Background: an optimization exercise with open tools, aiming at small area. Do not read the settings as production practice. The RTL was checked by simulation tests, not by an equivalence proof against the original design. No activity file was given, so power comes from the tool's default toggle rates.

Setup of run A:
Design fft_stage0, start of the top module:
module fft_stage0 (
    input  logic                                clk,
    input  logic                                rst,
    input  logic                                valid,
    input  logic [4*2*9-1:0]  din,
    output logic [4*2*10-1:0] bfly_p,
    output logic [4*2*10-1:0] bfly_n,
    output logic                                out_valid
);
Size in the first run: roughly 1900 cells after synthesis.
export LEC_CHECK = 0
export CAP_MARGIN = 10
export CORE_MARGIN = 2
export CORE_UTILIZATION = 88
export SLEW_MARGIN = 10
export SYNTH_HIERARCHICAL = 1
create_clock -name core_clock -period 3.2 [get_ports {clk}]
standard.sh (not shown) runs the stock make flow with config.mk's settings and CLKGATE_MAP_FILE= SYNTH_SCRIPT=/design/flow/synth_recipe.tcl, a recipe that flattens the netlist after the stock synthesis.
==> flow/flow/run.sh <==
#!/bin/bash
# The standard layout with two changes:
#  - the port buffers are made from the smallest buffer cell;
#  - the clock tree uses larger sink clusters and no dummy loads.
# Each step's full output is in orfs/logs/; make's output in standard.log.
set -euo pipefail
bash standard.sh \
  "BUFFER_PORTS_ARGS=-buffer_cell sky130_fd_sc_hd__buf_1" \
  "CTS_ARGS=-sink_clustering_enable -repair_clock_nets -dont_use_dummy_load -sink_clustering_size 16 -sink_clustering_max_diameter 60 -buf_list sky130_fd_sc_hd__clkbuf_8" \
  finish > standard.log 2>&1
Although run A finished all stages, its layout failed final checks on negative setup slack.
Input changes introduced in run B (baseline for comparison: run A):
Settings: swapping 10 for 20 in SLEW_MARGIN; swapping 10 for 20 in CAP_MARGIN.
-- flow/flow/run.sh --
<<< run A, line 9
  "CTS_ARGS=-sink_clustering_enable -repair_clock_nets -dont_use_dummy_load -sink_clustering_size 16 -sink_clustering_max_diameter 60 -buf_list sky130_fd_sc_hd__clkbuf_8" \
>>> run B, line 9
  "CTS_ARGS=-sink_clustering_enable -repair_clock_nets -dont_use_dummy_load -sink_clustering_size 16 -sink_clustering_max_diameter 60 -buf_list {sky130_fd_sc_hd__clkbuf_8 sky130_fd_sc_hd__clkbuf_16}" \
[summary]
Run B: flow complete, layout not clean; failing: negative setup slack. The total power number comes out lower for run A vs run B. Relative contribution of the clock network to total power: run A and run B compared, lower one is run A. Run B reports its critical path class as flip-flop to output pin while run A reports flip-flop to flip-flop. The run with more routed wire is run B, not run A. Run B ended up with met5 as its highest metal layer with signal wires; run A ended up with met4. Area: run B vs run A -> run B larger. Run B vs run A, post-route setup TNS went down by 0.95 ns. Relative to run A, worst path buffer plus inverter count has increased by 2 in run B. Sequential share of layout area: run B vs run A down 1.4 points. Number of clock buffers inserted by TritonCTS: run B vs run A identical. Diff run A -> run B: net switching component of the power rose about 20%, ratio of total power to cell area increased about 10%.
Here is what was changed in the inputs of run C compared with run B.
Settings: swapping 88 for 80 in CORE_UTILIZATION; swapping 20 for 10 in CAP_MARGIN; swapping 20 for 10 in SLEW_MARGIN.
-- flow/flow/run.sh --
<<< run B, line 9
  "CTS_ARGS=-sink_clustering_enable -repair_clock_nets -dont_use_dummy_load -sink_clustering_size 16 -sink_clustering_max_diameter 60 -buf_list {sky130_fd_sc_hd__clkbuf_8 sky130_fd_sc_hd__clkbuf_16}" \
>>> run C, line 9
  "CTS_ARGS=-sink_clustering_enable -repair_clock_nets -dont_use_dummy_load -sink_clustering_size 16 -sink_clustering_max_diameter 60 -buf_list sky130_fd_sc_hd__clkbuf_8" \
### Flow results
Run C: full flow OK, the timing, DRC and antenna checks passed
Clock share of power | run C below run B
Lower total power among run C and run B: run C
In run C the clock latency on the worst-skew pair turned out 0.04 ns higher than in run B.
Looking at path length in cells of the critical path, run C sits 5 above run B.
Half-perimeter wire length after detailed placement: run C better than run B
Critical path class: flip-flop to flip-flop -> run C, flip-flop to output pin -> run B
For wire length on met1, dividing the value from run C by the value from run B gives 0.827.
Run C vs run B — cell area dropped slightly
Of the two values seen for endpoint of the most critical setup path, res_q[37] was produced by run C and bfly_n[28] by run B.
From run B to run C the numbers moved as follows: area growth from synthesis to final layout -2.1 points; period utilization -12 points.
Of run C and run B, it is run C that has the lower combinational gate power.
Modified inputs, run D compared to run C
Settings: CAP_MARGIN: 10 -> 20; SLEW_MARGIN: 10 -> 20.
Notes after the runs:
- [compare] base=run C new=run D: count of routing violations after the opening detailed-route iteration shows no meaningful change, number of gates resized after cts flat, flip-flop and latch count essentially unchanged.
- Wire length of the first global-routing pass: run C vs run D identical
- The max-slew violation total from the final report of run D and that of run C are within noise of each other.
- Run D against run C: highest clock rate neither gained nor lost much; cell count after placement neither gained nor lost much; die area neither gained nor lost much.
- Compared with run C, in run D wire length comparable; number of levels in the clock H-tree neither gained nor lost much.

==> port drivers added, routing unchanged <==
No port has a modelled driver above. Below, the same layouts with a new extraction and two added sets of constraints.
Step 1, drivers: a clkbuf_16 drives clk and a buf_2 each remaining input, both assumed.
Step 2 times the ports against the registers' clock, not the clock port: input delays grow and output delays shrink by t, the midpoint of the rising clock arrivals with the driver on.
Slacks: ideal / step 1 / step 2; pairs: ideal / step 1.
| run | shift t [ns] | slack for setup (ns) | worst data-port slew with drivers (ns) |
|---|---|---|---|
| run A | 0.645 | -0.026 / -0.026 / -0.026 | 0.08 |
| run B | 0.633 | -0.321 / -0.375 / -0.103 | 0.18 |
| run C | 0.662 | 0.051 / 0.036 / 0.051 | 0.09 |
| run D | 0.662 | 0.051 / 0.036 / 0.051 | 0.09 |
